Source: an optimization exercise on an open RTL-to-GDS flow (aim: small area, a short achievable clock period and few clock cycles per item). Production flows keep margins and buffers that such runs may drop. At most, simulation tests tie the RTL to the original design; equivalence was not proved. For runs 2 and 3, only the layout was checked, not whether the RTL still works. Power figures rest on the tool's default switching activity, not on a simulated workload.

$ cat flow/run.sh
#!/bin/bash
# synth_recipe.tcl (not shown) runs the flow's synth.tcl, then flattens the netlist and writes it again
# the make line also repeats each setting of config.mk as NAME=value (left out here)
make -C /OpenROAD-flow-scripts/flow DESIGN_CONFIG=/design/flow/config.mk WORK_HOME=/design/flow/orfs CLKGATE_MAP_FILE= SYNTH_SCRIPT=/design/flow/synth_recipe.tcl finish
$ cat flow/config.mk
export PLATFORM = sky130hd
export DESIGN_NAME = instr_mem_ctrl
export DESIGN_NICKNAME = instr_mem_ctrl
export VERILOG_FILES = /design/flow/design.v
export SDC_FILE = /design/flow/constraint.sdc
export NUM_CORES = 4
export LEC_CHECK = 0
export CAP_MARGIN = 0
export CORE_MARGIN = 2
export CORE_UTILIZATION = 70
export CTS_CLUSTER_DIAMETER = 100
export CTS_CLUSTER_SIZE = 30
export SETUP_SLACK_MARGIN = 2.15
export SLEW_MARGIN = 0
export TNS_END_PERCENT = 100
$ cat flow/constraint.sdc
create_clock -name core_clock -period 4.0 [get_ports {i_clk}]
set_input_delay 0.8000 -clock core_clock [delete_from_list [all_inputs] [get_ports {i_clk}]]
set_output_delay 0.8000 -clock core_clock [all_outputs]
set_load 0.01 [all_outputs]
$ cat flow/design.v
package instr_mem_pkg;
  typedef enum logic {
    CLEAR = 1'b0,
    RUN   = 1'b1
  } state_t;
  localparam int FAULT_W        = 2;
  localparam int FAULT_MISALIGN = 0;
  localparam int FAULT_RANGE    = 1;
endpackage
module instr_mem_array #(
  parameter int XLEN   = 32,
  parameter int DEPTH  = 64,
  parameter int GROUPS = 2
) (
  input  logic                   i_clk,
  input  logic [DEPTH-1:0]       i_we_row,
  input  logic [XLEN-1:0]        i_wdata,
  input  logic [DEPTH-1:0]       i_rsel,
  output logic [GROUPS*XLEN-1:0] o_rdata    
);
  localparam int ROWS = DEPTH / GROUPS;
  logic [XLEN-1:0] r_mem [DEPTH];
  always_ff @(posedge i_clk) begin
    for (int i = 0; i < DEPTH; i++) begin
      if (i_we_row[i]) begin
        r_mem[i] <= i_wdata;
      end
    end
  end
  always_comb begin
    for (int g = 0; g < GROUPS; g++) begin
      o_rdata[g*XLEN +: XLEN] = '0;
      for (int i = 0; i < ROWS; i++) begin
        o_rdata[g*XLEN +: XLEN] = o_rdata[g*XLEN +: XLEN]
                                | (r_mem[g*ROWS + i] & {XLEN{i_rsel[g*ROWS + i]}});
      end
    end
  end
endmodule
module instr_mem_ctrl #(
  parameter int XLEN   = 32,
  parameter int DEPTH  = 64,
  parameter int ADDR_W = 32,
  localparam int IDX_W = $clog2(DEPTH)
) (
  input  logic               i_clk,
  input  logic               i_rst,
  input  logic               i_clear,
  output logic               o_busy,
  input  logic               i_req_valid,
  output logic               o_req_ready,
  input  logic [ADDR_W-1:0]  i_req_addr,
  output logic               o_rsp_valid,
  input  logic               i_rsp_ready,
  output logic [XLEN-1:0]    o_rsp_instr,
  output logic [instr_mem_pkg::FAULT_W-1:0] o_rsp_fault,
  input  logic               i_wr_en,
  input  logic [ADDR_W-1:0]  i_wr_addr,
  input  logic [XLEN-1:0]    i_wr_data
);
  localparam int RSP_W  = XLEN + instr_mem_pkg::FAULT_W;
  localparam int FN     = 4;           
  localparam int GROUPS = 2;           
  logic                 r_busy;
  logic                 r_run;
  logic                 r_ready;       
  logic                 r_stall;       
  logic [FN-1:0]        r_inflight;    
  logic [DEPTH-1:0]     r_we_row;
  logic [XLEN-1:0]      r_wdata;
  logic                 r_sel_valid;
  logic [DEPTH-1:0]     r_rsel;
  logic [instr_mem_pkg::FAULT_W-1:0] r_sel_fault;
  logic                 r_rd_valid;
  logic [instr_mem_pkg::FAULT_W-1:0] r_rd_fault;
  logic [GROUPS*XLEN-1:0] r_rd;
  logic                 r_out_valid;
  logic                 r_out_empty;
  logic [RSP_W-1:0]     r_out;
  logic [RSP_W-1:0]     r_fifo [FN];
  logic [FN-1:0]        r_head;        
  logic [1:0]           r_tail;
  logic [FN-1:1]        r_fifo_cnt;    
  logic [FN-1:0]        w_fifo_cnt;
  logic                 w_req_misalign;
  logic                 w_req_range;
  logic                 w_wr_range;
  logic                 w_wr_go;
  logic                 w_clear_go;
  logic                 w_start;
  logic                 w_busy_next;
  logic                 w_req_fire;
  logic                 w_rsp_fire;
  logic [FN-1:0]        w_head_next;
  logic [FN-1:0]        w_fifo_left;   
  logic [FN-1:0]        w_fifo_cnt_next;
  logic [FN-1:0]        w_inflight_next;
  logic                 w_unused;
  logic [GROUPS*XLEN-1:0] w_rdata;
  logic [XLEN-1:0]      w_rd_word;
  logic [RSP_W-1:0]     w_rd;
  logic [FN-1:0]        w_out_sel;     
  logic                 w_out_fifo;    
  logic [RSP_W-1:0]     w_out_entry;
  assign w_req_misalign = |i_req_addr[1:0];
  assign w_req_range    = |i_req_addr[ADDR_W-1:IDX_W+2];
  assign w_wr_range     = |i_wr_addr[ADDR_W-1:IDX_W+2];
  assign w_unused       = ^i_wr_addr[1:0];
  assign w_clear_go  = r_run && i_clear;
  assign w_start     = i_rst || w_clear_go;
  assign w_busy_next = w_start || (!r_run && !r_we_row[DEPTH-1]);
  assign w_wr_go     = i_wr_en && !w_wr_range && r_run && !i_clear && !i_rst;
  always_ff @(posedge i_clk) begin
    r_busy <= w_busy_next;
    r_run  <= !w_busy_next;
    for (int i = 0; i < DEPTH; i++) begin
      r_we_row[i] <= (w_wr_go && (i_wr_addr[IDX_W+1:2] == IDX_W'(i)))
                   || ((i == 0) ? w_start : (!r_run && !i_rst && r_we_row[(i + DEPTH - 1) % DEPTH]));
    end
    r_wdata <= w_busy_next ? '0 : i_wr_data;
  end
  assign w_req_fire = i_req_valid && !r_stall;
  assign w_rsp_fire = !r_out_empty && i_rsp_ready;
  always_ff @(posedge i_clk) begin
    r_sel_valid <= w_req_fire && !w_start;
    r_sel_fault <= {w_req_range, w_req_misalign};
    for (int i = 0; i < DEPTH; i++) begin
      r_rsel[i] <= (i_req_addr[IDX_W+1:2] == IDX_W'(i)) && !w_req_misalign && !w_req_range;
    end
    r_rd_valid <= r_sel_valid && !w_start;
    r_rd_fault <= r_sel_fault;
    r_rd       <= w_rdata;
  end
  instr_mem_array #(
    .XLEN   (XLEN),
    .DEPTH  (DEPTH),
    .GROUPS (GROUPS)
  ) u_array (
    .i_clk    (i_clk),
    .i_we_row (r_we_row),
    .i_wdata  (r_wdata),
    .i_rsel   (r_rsel),
    .o_rdata  (w_rdata)
  );
  always_comb begin
    w_rd_word = '0;
    for (int g = 0; g < GROUPS; g++) begin
      w_rd_word = w_rd_word | r_rd[g*XLEN +: XLEN];
    end
  end
  assign w_rd = {r_rd_fault, w_rd_word};
  assign w_fifo_cnt      = {r_fifo_cnt, !r_out_empty};
  assign w_head_next     = w_rsp_fire ? {r_head[FN-2:0], r_head[FN-1]} : r_head;
  assign w_fifo_left     = w_rsp_fire ? (w_fifo_cnt >> 1) : w_fifo_cnt;
  assign w_fifo_cnt_next = r_rd_valid ? {w_fifo_left[FN-2:0], 1'b1} : w_fifo_left;
  always_comb begin
    w_inflight_next = r_inflight;
    if (w_req_fire && !w_rsp_fire) w_inflight_next = {r_inflight[FN-2:0], 1'b1};
    if (!w_req_fire && w_rsp_fire) w_inflight_next = r_inflight >> 1;
  end
  always_ff @(posedge i_clk) begin
    if (w_start) begin
      r_out_valid <= 1'b0;
      r_out_empty <= 1'b1;
      r_head      <= FN'(1);
      r_tail      <= '0;
      r_fifo_cnt  <= '0;
      r_inflight  <= '0;
      r_ready     <= 1'b0;
      r_stall     <= 1'b1;
    end else begin
      r_out_valid <= w_fifo_cnt_next[0];
      r_out_empty <= !w_fifo_cnt_next[0];
      r_head      <= w_head_next;
      if (r_rd_valid) r_tail <= r_tail + 1'b1;
      r_fifo_cnt  <= w_fifo_cnt_next[FN-1:1];
      r_inflight  <= w_inflight_next;
      r_ready     <= !w_busy_next && !w_inflight_next[FN-1];
      r_stall     <= w_busy_next || w_inflight_next[FN-1];
    end
  end
  assign w_out_sel  = i_rsp_ready ? {r_head[FN-2:0], r_head[FN-1]} : r_head;
  assign w_out_fifo = i_rsp_ready ? w_fifo_cnt[1] : w_fifo_cnt[0];
  always_comb begin
    w_out_entry = '0;
    for (int k = 0; k < FN; k++) begin
      w_out_entry = w_out_entry | (r_fifo[k] & {RSP_W{w_out_sel[k]}});
    end
  end
  always_ff @(posedge i_clk) begin
    r_out <= w_out_fifo ? w_out_entry : w_rd;
    for (int k = 0; k < FN; k++) begin
      if (r_rd_valid && r_tail == 2'(k)) begin
        r_fifo[k] <= w_rd;
      end
    end
  end
  assign o_busy      = r_busy;
  assign o_req_ready = r_ready;
  assign o_rsp_valid = r_out_valid;
  assign o_rsp_fault = r_out[XLEN +: instr_mem_pkg::FAULT_W];
  assign o_rsp_instr = r_out[XLEN-1:0];
endmodule
==> results_dict.tcl, run 1 <==
set metrics [dict create \
    status "no timing/DRC/antenna violations" \
    cts_tree "built" \
    tightest_slew_ns 1.30 \
    synth_cell_types 45 \
    fillers 6678 \
    syn_area_per_cell_um2 18.8 \
    h-tree-depth 3 \
    path_clk_slew_ns 0.11 \
    syn_inst 4530 \
    yosysSeqAreaShare 0.839 \
    wl_per_cell_um 41.9 \
    multi_input_area_um2 13000 \
    vias 50100 \
    io_buffers 136 \
    path_class "reg -> out" \
    antenna_found_initial 12 \
    synth_edf_count 2184 \
    hold_viol 0 \
    netlist_area_um2 85000 \
    synth-async-reset-ratio 0 \
    rows 127 \
    drt_pass1_iterations 8 \
    first_global_vias 46500 \
    drive_gt1_frac 0.128 \
    dp_hpwl_um 140000 \
    yosysMostFrequentCell "edfxtp_1" \
    relSlewSlack 0.131 \
    syn_nets 4638 \
    min_path_type "reg -> reg" \
    slowest_delay_ns 0.34 \
    start_kind "flip-flop" \
    leakagePower_nw 31.6 \
    die_area_um2 124000 \
    critPathMaxFanout 1 \
    layout.area.seq_um2 71600 \
    fin_crit_sh 0.498 \
    min_period_ns 1.99 \
    skew_ns 0.0398 \
    ctsHoldBuffers 0 \
    totalWireLength_um 269000 \
    nets 4833 \
    yosysTopAreaCell "edfxtp_1" \
    ant_nets 0 \
    hold_ws_ns 0.355 \
    setup_violations 0 \
    rsz0062_at_grt "yes" \
    core_um2 120000 \
    ys_warn_count 4 \
    worstSetupPathDepth 1 \
    worstPathCellList "buf_6" \
    fmax_mhz 502 \
    cp.required_ns 3.20 \
    synth_top_area_frac 0.772 \
    cts_inserted_buffers 92 \
    place.gp.congestion 0.849 \
    grt_max_degree 69 \
    yosys_most_used_dff "edfxtp_1" \
    clock_path_buffers 3 \
    worstSkewPairLatency_ns 0.75 \
    hold_depth 0 \
    power_density_nw_per_um2 428 \
    reg2reg_depth 1 \
    max_cap_violations 0 \
    fin_tns_setup_ns 0 \
    clock_sinks 2467 \
    chipHeight_um 352 \
    cts_root_buf "clkbuf_16" \
    die_w_um 352 \
    ys_ff_latch 2467 \
    viasPerCell 7.80 \
    peakVddDrop_mv 0.391 \
    netlist_top_cells_count "edfxtp_1 (2,184), a22oi_1 (1,092), dfxtp_1 (283), nand4_1 (259), clkbuf_1 (224)" \
    drt_iter0_markers 10900 \
    start_util 0.707 \
    cp_slowest_cell "dfxtp_2" \
    drc 0 \
    path_buf_inv 1 \
    synth_area_leaders "edfxtp_1 (77%), a22oi_1 (9.6%), dfxtp_1 (6.7%)" \
    drv_slew 0 \
    cp_top_family "flip-flops" \
    grt_pass1_wl_um 362000 \
    io-pin-count 139 \
    grt_overflow 0 \
    syn_to_final_growth_pct 9.29 \
    cp.arrival_ns 1.19 \
    setup.worst_path.end_class "output pin" \
    grt_usage 0.428 \
]
[path summary, 6_finish.rpt]
check,slack [ns],to,startpoint
setup / recovery,2.01,o_busy,r_busy
setup reg to reg,2.05,u_array.r_mem[59][11],r_we_row[59]
hold / removal,0.36,r_rd_fault[0],r_sel_fault[0]
hold reg to reg,0.36,r_rd_fault[0],r_sel_fault[0]
[cell families after synthesis]
kind of cell    share of synthesized area
buf+inv                            0.0111
mux                              0.000884
compound gates                      0.107
simple gates                       0.0412
xor+xnor                         0.000206
fa+ha+maj                        0.000884
flops                               0.839
[routing by layer]
metal / wire length [µm] / up-vias / track usage / share of wire
met5: 53 / - / 0 / 0.00020
met4: 14200 / 8 / 0.181 / 0.053
met3: 49800 / 724 / 0.144 / 0.19
met2: 117000 / 5113 / 0.620 / 0.43
met1: 87700 / 25000 / 0.607 / 0.33
li1: - / 19200 / - / -
[cells in the final DEF, fill, tap and decap left out, types with 5 or more instances in the layout]
| cell | n |
|---|---|
| a21oi_1 | 11 |
| a22o_1 | 54 |
| a22o_2 | 8 |
| a22oi_1 | 1086 |
| a22oi_2 | 6 |
| a31oi_1 | 34 |
| and2_1 | 33 |
| buf_12 | 15 |
| buf_16 | 6 |
| buf_2 | 9 |
| buf_4 | 121 |
| buf_6 | 67 |
| buf_8 | 16 |
| clkbuf_1 | 74 |
| clkbuf_16 | 95 |
| clkdlybuf4s50_1 | 86 |
| dfxtp_1 | 94 |
| dfxtp_2 | 129 |
| dfxtp_4 | 60 |
| diode_2 | 5 |
| dlygate4sd2_1 | 5 |
| dlymetal6s2s_1 | 7 |
| edfxtp_1 | 2184 |
| ha_1 | 5 |
| inv_1 | 8 |
| nand2_1 | 28 |
| nand2b_1 | 7 |
| nand3_1 | 8 |
| nand4_1 | 259 |
| nor2_1 | 119 |
| nor3_1 | 6 |
| nor4_4 | 6 |
| or2_2 | 33 |
| or4_1 | 55 |
| or4_4 | 12 |
[stage by stage]
stage               power (W)  setup slack (ns)  utilization  area [µm²]  cells
detailed placement     0.0285             0.799        0.738       88700   6174
CTS                    0.0397              1.98        0.769       92400   6389
global route           0.0405              1.97        0.773       92800   6414
finish                 0.0397              2.01        0.773       92900   6419
global placement       0.0285             0.845        0.738       88700   6174
floorplan              0.0283              1.70            -       85100   4530
[layout make-up]
| cell class | instances | area share |
|---|---|---|
| repair buffers | 334 | 0.0371 |
| flip-flops and latches | 2467 | 0.771 |
| well taps | 1612 | 0.0217 |
| multi-input cells | 1820 | 0.140 |
| diodes | 5 | 0.000135 |
| inverters | 10 | 0.000539 |
| clock inverters | 2 | 0.000418 |
| clock buffers | 169 | 0.0286 |
[sequential cells by signal, indices dropped and copies added (netlist names), 2 cells and up]
register	flops
r_inflight	4
r_fifo	136
r_wdata	32
u_array.r_mem	2048
r_rd	64
r_rd_fault	2
r_tail	2
r_head	4
r_rsel	64
r_we_row	64
r_out	34
r_sel_fault	2
r_fifo_cnt	3
[power by group]
part / switching [W] / total [W] / internal (W)
Clock: 0.00730 / 0.0119 / 0.00458
Combinational: 0.000155 / 0.000271 / 0.000115
Sequential: 0.0000334 / 0.0276 / 0.0276
[timing repair]
item,in CTS,in global routing
resized for setup,316,85
pin swaps,11,11
setup buffers,42,25
setup endpoints to repair,419,410
cloned,2,0
Testbench counts, summed over its fixed seeds: cycles 24,024, items 24,000.
==> run 2: changes to the inputs <==
--- a/flow/design.v
+++ b/flow/design.v
@@ -67,6 +67,8 @@
   logic                 r_stall;       
   logic [FN-1:0]        r_inflight;    
-  logic [DEPTH-1:0]     r_we_row;
+  logic                 r_we;
+  logic [IDX_W-1:0]     r_widx;
   logic [XLEN-1:0]      r_wdata;
+  logic [DEPTH-1:0]     w_we_row;
   logic                 r_sel_valid;
   logic [DEPTH-1:0]     r_rsel;
@@ -109,14 +111,23 @@
   assign w_clear_go  = r_run && i_clear;
   assign w_start     = i_rst || w_clear_go;
-  assign w_busy_next = w_start || (!r_run && !r_we_row[DEPTH-1]);
+  assign w_busy_next = w_start || (!r_run && (r_widx != IDX_W'(DEPTH - 1)));
   assign w_wr_go     = i_wr_en && !w_wr_range && r_run && !i_clear && !i_rst;
   always_ff @(posedge i_clk) begin
     r_busy <= w_busy_next;
     r_run  <= !w_busy_next;
+    r_we   <= w_busy_next || w_wr_go;
+    if (w_start) begin
+      r_widx <= '0;
+    end else if (!r_run) begin
+      r_widx <= r_widx + 1'b1;
+    end else begin
+      r_widx <= i_wr_addr[IDX_W+1:2];
+    end
+    r_wdata <= w_busy_next ? '0 : i_wr_data;
+  end
+  always_comb begin
     for (int i = 0; i < DEPTH; i++) begin
-      r_we_row[i] <= (w_wr_go && (i_wr_addr[IDX_W+1:2] == IDX_W'(i)))
-                   || ((i == 0) ? w_start : (!r_run && !i_rst && r_we_row[(i + DEPTH - 1) % DEPTH]));
-    end
-    r_wdata <= w_busy_next ? '0 : i_wr_data;
+      w_we_row[i] = r_we && (r_widx == IDX_W'(i));
+    end
   end
   assign w_req_fire = i_req_valid && !r_stall;
@@ -138,5 +149,5 @@
   ) u_array (
     .i_clk    (i_clk),
-    .i_we_row (r_we_row),
+    .i_we_row (w_we_row),
     .i_wdata  (r_wdata),
     .i_rsel   (r_rsel),
--- a/flow/config.mk
+++ b/flow/config.mk
@@ -6,10 +6,10 @@
 export NUM_CORES = 4
 export LEC_CHECK = 0
-export CAP_MARGIN = 0
+export CAP_MARGIN = 20
 export CORE_MARGIN = 2
 export CORE_UTILIZATION = 70
 export CTS_CLUSTER_DIAMETER = 100
 export CTS_CLUSTER_SIZE = 30
-export SETUP_SLACK_MARGIN = 2.15
-export SLEW_MARGIN = 0
+export SETUP_SLACK_MARGIN = 2.1
+export SLEW_MARGIN = 20
 export TNS_END_PERCENT = 100
==> results_dict.tcl, run 2 <==
set metrics [dict create \
    switchingPower_w 0.00751 \
    tightest_slew_ns 1.19 \
    setup_violations 0 \
    syn_nets 4609 \
    vias 50400 \
    yosysTopAreaCell "edfxtp_1" \
    path_class "reg -> reg" \
    synth-async-reset-ratio 0 \
    die_area_um2 122000 \
    totalWireLength_um 273000 \
    grt_use_met3 0.149 \
    ys_ff_latch 2410 \
    hold_ws_ns 0.342 \
    synthAdderAreaFrac 0.00150 \
    place.gp.congestion 0.845 \
    ys_warn_count 4 \
    hold_viol 0 \
    io-pin-count 139 \
    grt_busiest_layer "met2" \
    fin_crit_sh 0.513 \
    r2r_slack_ns 1.95 \
    reg2reg_depth 8 \
    synth_area_leaders "edfxtp_1 (78%), a22oi_1 (9.8%), dfxtp_1 (5.4%)" \
    viasPerCell 7.76 \
    synth_compound_area_frac 0.102 \
    min_path_type "reg -> reg" \
    synth_cell_types 42 \
    grt_max_degree 65 \
    fin_ws_ns 1.95 \
    synth_xor_xnor_area_share 0.000523 \
    met2_usage 0.635 \
    cts_root_buf "clkbuf_16" \
    layout_common_cells "edfxtp_1 (2,184), a22oi_1 (1,086), nand4_1 (258), buf_4 (132), nor2_1 (117)" \
    status "no timing/DRC/antenna violations" \
    ant_nets 0 \
    syn_to_final_growth_pct 12.5 \
    fin_tns_setup_ns 0 \
    path_clk_slew_ns 0.12 \
    cts_inserted_buffers 90 \
    clock_path_buffers 3 \
    yosys_most_used_dff "edfxtp_1" \
    hold_depth 0 \
    clock_sinks 2410 \
    drive_gt1_frac 0.155 \
    largest_register_ffs 2048 \
    relSlewSlack 0.203 \
    drt_iter0_markers 11200 \
    first_global_vias 46400 \
    yosysMostFrequentCell "edfxtp_1" \
    synth_top_area_frac 0.784 \
    netlist_area_um2 83700 \
    nets 4925 \
    syn_area_per_cell_um2 18.6 \
    power_frac_seq 0.689 \
    power_density_nw_per_um2 418 \
    skew_ns 0.0299 \
    drv_slew 0 \
    chipHeight_um 350 \
    dp_hpwl_um 135000 \
    synth_simple_gate_area_frac 0.0451 \
    grt_util_met1 0.617 \
    start_kind "flip-flop" \
    yosysSeqAreaShare 0.838 \
    swShare 0.191 \
    leakagePower_nw 31.7 \
    preCtsSetupSlack_ns 0.855 \
    power_frac_comb 0.012 \
    fillers 6041 \
    io_buffers 136 \
    critPathMaxFanout 16 \
    rows 126 \
    ctsHoldBuffers 0 \
    die_w_um 350 \
    rsz0062_at_grt "yes" \
    antenna_found_initial 7 \
    cp.required_ns 4.42 \
    p_int_w 0.0318 \
    cts_tree "built" \
    synth_mux_area_frac 0.00139 \
    synth_top_family_by_area "compound AO/OA/AOI/OAI gates" \
    pwr-share-clk 0.299 \
    regMostFlops "u_array.r_mem" \
    drc 0 \
    wl_per_cell_um 42.1 \
    grt_usage 0.440 \
    max_cap_violations 0 \
    grt_pass1_wl_um 362000 \
    syn_inst 4497 \
    setup.worst_path.end_class "flip-flop" \
    worstSkewPairLatency_ns 0.75 \
    largestRegisters "u_array.r_mem: 2048 flops, r_fifo: 136 flops" \
    core_um2 118000 \
    start_util 0.707 \
    cp.arrival_ns 2.48 \
    final_common_cell "edfxtp_1" \
    h-tree-depth 3 \
    fmax_mhz 487 \
    total_power_w 0.0393 \
    drt_pass1_iterations 7 \
    peakVddDrop_mv 0.399 \
    min_period_ns 2.05 \
    netlist_top_cells_count "edfxtp_1 (2,184), a22oi_1 (1,092), nand4_1 (258), dfxtp_1 (226), clkbuf_1 (213)" \
    grt_overflow 0 \
    synth_edf_count 2184 \
]
run 2: cell types whose count changed in the layout (fill, tap and decap cells not counted), sizes merged, moves of 5 or more:
| cell | change |
|---|---|
| dlygate4sd2 | -5 |
| buf | +108 |
| a22o | -63 |
| nand2b | -6 |
| dlymetal6s2s | -7 |
| dfxtp | -57 |
| nor3 | -7 |
| nor2 | +66 |
| nand3 | +8 |
| clkdlybuf4s50 | +12 |
run 2: stage by stage:
stage | instances | cell area, µm² | util
final | 6491 | 94200 | 0.795
after floorplan | 4497 | 84300 | -
after global routing | 6486 | 94200 | 0.795
after CTS | 6438 | 93000 | 0.785
after detailed placement | 6163 | 88100 | 0.744
after global placement | 6162 | 88100 | 0.744
run 2: power groups by stage:
stage	combinational (W)	sequential [W]	clock, W
floorplan	0.000111	0.0277	0
global placement	0.000319	0.0277	0
detailed placement	0.000322	0.0277	0
CTS	0.000374	0.0271	0.0116
global route	0.000460	0.0271	0.0125
finish	0.000460	0.0271	0.0118
run 2: logic make-up (layout without fill, tap and decap cells):
kind of cell,Yosys count,after routing
xor gates and xnor gates,5,5
adders and majority gates,10,10
DFF,2410,2410
other,0,5
AOI/OAI and AO/OA,1151,1153
muxes,11,11
buffers and inverters,246,630
and+or+nand+nor,664,667
run 2: what timing repair did:
| item | 4_1_cts | 5_1_grt |
|---|---|---|
| buffers inserted | 101 | 31 |
| setup endpoints to repair | 2211 | 1623 |
| pin swaps | 30 | 12 |
| gates cloned | 9 | 16 |
| endpoints found under the hold margin | 0 | 0 |
| resized for setup | 430 | 110 |
run 2: area by class of cell:
class                      count  area, µm²  area share
antenna                        5       12.5    0.000133
timing repair buffer         453       5580      0.0592
sequential                  2410      70400       0.748
clock inverter                 3       33.8    0.000359
tap                         1600       2000      0.0213
inverter                      12       52.6    0.000558
clock buffer                 162       2630      0.0279
multi-input combinational   1846      13400       0.143
run 2: per-layer routing:
layer | vias to the layer above | part of all wire
met5 | - | 0.00030
met4 | 8 | 0.058
met3 | 821 | 0.18
met2 | 5242 | 0.43
met1 | 25000 | 0.33
li1 | 19300 | -
run 2: worst paths after layout:
path / from / endpoint
setup / recovery: r_widx[0] / u_array.r_mem[20][27]
hold reg to reg: r_sel_fault[1] / r_rd_fault[1]
hold / removal: r_sel_fault[1] / r_rd_fault[1]
setup reg to reg: r_widx[0] / u_array.r_mem[20][27]
run 2: worst max-delay path: stages (launching register included):
cell	delay (ns)
dfxtp_4	0.39
inv_4	0.07
ha_4	0.12
buf_4	0.12
buf_4	0.11
nand3b_1	0.15
buf_4	0.21
nor2_4	0.25
buf_12	0.28
==> run 3: changes to the inputs <==
--- a/flow/design.v
+++ b/flow/design.v
@@ -60,18 +60,13 @@
 );
   localparam int RSP_W  = XLEN + instr_mem_pkg::FAULT_W;
-  localparam int FN     = 4;           
+  localparam int FN     = 3;           
   localparam int GROUPS = 2;           
+  localparam logic [IDX_W-1:0] LAST_IDX = IDX_W'(DEPTH - 1);
   logic                 r_busy;
   logic                 r_run;
+  logic [IDX_W-1:0]     r_clr_cnt;     
   logic                 r_ready;       
   logic                 r_stall;       
   logic [FN-1:0]        r_inflight;    
-  logic                 r_we;
-  logic [IDX_W-1:0]     r_widx;
-  logic [XLEN-1:0]      r_wdata;
-  logic [DEPTH-1:0]     w_we_row;
-  logic                 r_sel_valid;
-  logic [DEPTH-1:0]     r_rsel;
-  logic [instr_mem_pkg::FAULT_W-1:0] r_sel_fault;
   logic                 r_rd_valid;
   logic [instr_mem_pkg::FAULT_W-1:0] r_rd_fault;
@@ -82,5 +77,5 @@
   logic [RSP_W-1:0]     r_fifo [FN];
   logic [FN-1:0]        r_head;        
-  logic [1:0]           r_tail;
+  logic [FN-1:0]        r_tail;        
   logic [FN-1:1]        r_fifo_cnt;    
   logic [FN-1:0]        w_fifo_cnt;
@@ -99,4 +94,7 @@
   logic [FN-1:0]        w_inflight_next;
   logic                 w_unused;
+  logic [DEPTH-1:0]     w_we_row;
+  logic [XLEN-1:0]      w_wdata;
+  logic [DEPTH-1:0]     w_rsel;
   logic [GROUPS*XLEN-1:0] w_rdata;
   logic [XLEN-1:0]      w_rd_word;
@@ -111,36 +109,23 @@
   assign w_clear_go  = r_run && i_clear;
   assign w_start     = i_rst || w_clear_go;
-  assign w_busy_next = w_start || (!r_run && (r_widx != IDX_W'(DEPTH - 1)));
-  assign w_wr_go     = i_wr_en && !w_wr_range && r_run && !i_clear && !i_rst;
+  assign w_busy_next = w_start || (!r_run && (r_clr_cnt != LAST_IDX));
+  assign w_wr_go     = i_wr_en && !w_wr_range && r_run && !i_rst;
   always_ff @(posedge i_clk) begin
     r_busy <= w_busy_next;
     r_run  <= !w_busy_next;
-    r_we   <= w_busy_next || w_wr_go;
-    if (w_start) begin
-      r_widx <= '0;
+    if (i_rst) begin
+      r_clr_cnt <= '0;
     end else if (!r_run) begin
-      r_widx <= r_widx + 1'b1;
-    end else begin
-      r_widx <= i_wr_addr[IDX_W+1:2];
-    end
-    r_wdata <= w_busy_next ? '0 : i_wr_data;
+      r_clr_cnt <= r_clr_cnt + 1'b1;
+    end
   end
   always_comb begin
     for (int i = 0; i < DEPTH; i++) begin
-      w_we_row[i] = r_we && (r_widx == IDX_W'(i));
-    end
-  end
-  assign w_req_fire = i_req_valid && !r_stall;
-  assign w_rsp_fire = !r_out_empty && i_rsp_ready;
-  always_ff @(posedge i_clk) begin
-    r_sel_valid <= w_req_fire && !w_start;
-    r_sel_fault <= {w_req_range, w_req_misalign};
-    for (int i = 0; i < DEPTH; i++) begin
-      r_rsel[i] <= (i_req_addr[IDX_W+1:2] == IDX_W'(i)) && !w_req_misalign && !w_req_range;
-    end
-    r_rd_valid <= r_sel_valid && !w_start;
-    r_rd_fault <= r_sel_fault;
-    r_rd       <= w_rdata;
-  end
+      w_we_row[i] = !r_run ? (!i_rst && r_clr_cnt == IDX_W'(i))
+                           : (w_wr_go && i_wr_addr[IDX_W+1:2] == IDX_W'(i));
+      w_rsel[i]   = (i_req_addr[IDX_W+1:2] == IDX_W'(i));
+    end
+  end
+  assign w_wdata = r_run ? i_wr_data : '0;
   instr_mem_array #(
     .XLEN   (XLEN),
@@ -150,8 +135,15 @@
     .i_clk    (i_clk),
     .i_we_row (w_we_row),
-    .i_wdata  (r_wdata),
-    .i_rsel   (r_rsel),
+    .i_wdata  (w_wdata),
+    .i_rsel   (w_rsel),
     .o_rdata  (w_rdata)
   );
+  assign w_req_fire = i_req_valid && !r_stall;
+  assign w_rsp_fire = !r_out_empty && i_rsp_ready;
+  always_ff @(posedge i_clk) begin
+    r_rd_valid <= w_req_fire && !w_start;
+    r_rd_fault <= {w_req_range, w_req_misalign};
+    r_rd       <= w_rdata;
+  end
   always_comb begin
     w_rd_word = '0;
@@ -160,5 +152,5 @@
     end
   end
-  assign w_rd = {r_rd_fault, w_rd_word};
+  assign w_rd = {r_rd_fault, (r_rd_fault == '0) ? w_rd_word : '0};
   assign w_fifo_cnt      = {r_fifo_cnt, !r_out_empty};
   assign w_head_next     = w_rsp_fire ? {r_head[FN-2:0], r_head[FN-1]} : r_head;
@@ -175,5 +167,5 @@
       r_out_empty <= 1'b1;
       r_head      <= FN'(1);
-      r_tail      <= '0;
+      r_tail      <= FN'(1);
       r_fifo_cnt  <= '0;
       r_inflight  <= '0;
@@ -184,5 +176,5 @@
       r_out_empty <= !w_fifo_cnt_next[0];
       r_head      <= w_head_next;
-      if (r_rd_valid) r_tail <= r_tail + 1'b1;
+      if (r_rd_valid) r_tail <= {r_tail[FN-2:0], r_tail[FN-1]};
       r_fifo_cnt  <= w_fifo_cnt_next[FN-1:1];
       r_inflight  <= w_inflight_next;
@@ -202,5 +194,5 @@
     r_out <= w_out_fifo ? w_out_entry : w_rd;
     for (int k = 0; k < FN; k++) begin
-      if (r_rd_valid && r_tail == 2'(k)) begin
+      if (r_rd_valid && r_tail[k]) begin
         r_fifo[k] <= w_rd;
       end
--- a/flow/config.mk
+++ b/flow/config.mk
@@ -13,3 +13,5 @@
 export SETUP_SLACK_MARGIN = 2.1
 export SLEW_MARGIN = 20
+export SYNTH_HIERARCHICAL = 1
+export SYNTH_MINIMUM_KEEP_SIZE = 0
 export TNS_END_PERCENT = 100
==> results_dict.tcl, run 3 <==
set metrics [dict create \
    start_util 0.706 \
    synth_edf_count 2150 \
    place.gp.congestion 0.896 \
    cts_inserted_buffers 85 \
    yosys_most_used_dff "edfxtp_1" \
    grt-worst-endpoint "u_array.r_mem[18][24]$_DFFE_PP_/DE" \
    synth_area_leaders "edfxtp_1 (80%), a22oi_1 (9.5%), dfxtp_1 (3.1%)" \
    chipHeight_um 344 \
    die_w_um 344 \
    grt_usage 0.786 \
    h-tree-depth 3 \
    synth-async-reset-ratio 0 \
    ctsHoldBuffers 0 \
    synth_top_area_frac 0.799 \
    dpl_cell_area_um2 88800 \
    rows 124 \
    ys_ff_latch 2274 \
    clock_path_buffers 3 \
    yosysMostFrequentCell "edfxtp_1" \
    netlist_top_cells_count "edfxtp_1 (2,150), a22oi_1 (1,024), nand4_1 (258), clkbuf_1 (126), dfxtp_1 (124)" \
    ys_warn_count 10 \
    io_buffers 136 \
    grt_overflow 178 \
    dp_cells 6012 \
    clock_sinks 2274 \
    syn_nets 4436 \
    syn_inst 4328 \
    cts_root_buf "clkbuf_16" \
    grt_max_degree 65 \
    syn_area_per_cell_um2 18.7 \
    io-pin-count 139 \
    synth_cell_types 49 \
    netlist_area_um2 80800 \
    endpoint_type "register data pin" \
    stop_stage "global routing" \
    dp_hpwl_um 133000 \
    status "did not finish" \
    firstError "[ERROR GRT-0232] Routing congestion too high. Check the congestion heatmap in the GUI." \
    yosysSeqAreaShare 0.829 \
    yosysTopAreaCell "edfxtp_1" \
    preCtsSetupSlack_ns -0.0462 \
]
## run 3: cell count changes after synthesis, sizes merged, moves of 34 or more
cell | before | now
a222oi | 0 | 34
a22oi | 1092 | 1024
a31oi | 34 | 0
buf | 21 | 112
clkbuf | 213 | 126
dfxtp | 226 | 124
edfxtp | 2184 | 2150
nor2 | 187 | 122
o22ai | 0 | 64
## run 3: how the worst max path moves through the flow
stage                             start                   end  depth (start not counted)
after detailed placement  i_req_addr[4]              r_rd[53]                         10
after CTS                         r_run  u_array.r_mem[36][2]                         10
after global placement    i_req_addr[4]              r_rd[53]                         10
after floorplan                   i_rst  u_array.r_mem[19][0]                          5
## run 3: per-layer routing
metal,global-route usage,GRT overflow
met3,0.676,0
met5,0.384,0
met2,0.927,92
met1,0.796,1
met4,0.733,85
## run 3: cell families after synthesis
family,after synthesis,share of synthesized area
compound gates,1205,0.111
xor+xnor,4,0.000433
fa+ha+maj,6,0.000929
buf+inv,247,0.0154
flops,2274,0.829
mux,10,0.00135
simple gates,582,0.0419
## run 3: metrics by stage
step | power (W) | util | setup TNS [ns]
floorplan | 0.0268 | - | 0
global placement | 0.0274 | 0.775 | 0
detailed placement | 0.0274 | 0.776 | -0.0462
CTS | 0.0383 | 0.918 | 0
## run 3: what timing repair did
item,in CTS
endpoints found under the hold margin,0
setup buffers,495
pin swaps,367
setup endpoints to repair,3520
gates cloned,234
gates resized for setup,1061
## run 3: power by group through the flow
stage | clock, W | combinational [W] | sequential (W)
after floorplan | 0 | 0.000462 | 0.0264
after global placement | 0 | 0.000917 | 0.0265
after detailed placement | 0 | 0.000938 | 0.0265
after CTS | 0.0110 | 0.00139 | 0.0260

re-timing with driven ports:
The results above use ideal ports. As a check the final layouts listed here were re-extracted and re-timed, cells and wires unchanged. Step 1: set_driving_cell puts a clkbuf_16 on i_clk and a buf_2 on each other input, an assumption about the parent block. Step 2, shift: input delay + t, output delay - t, t = (earliest + latest rising clock arrival at the registers) / 2. This alone moves slack from input paths to output paths. a / b / c = no drivers / after step 1 / after step 2; a / b = the first two.
run | shift t [ns] | setup slack, ns | worst slew at a driven data input, ns
run 1 | 0.815 | 2.008 / 1.921 / 1.439 | 0.09
run 2 | 0.824 | 1.946 / 1.870 / 1.353 | 0.08
After both steps every run listed still meets setup and hold. For run 2, which loses most, drivers alone change the setup slack by -0.076 ns; drivers and shift together by -0.593 ns.
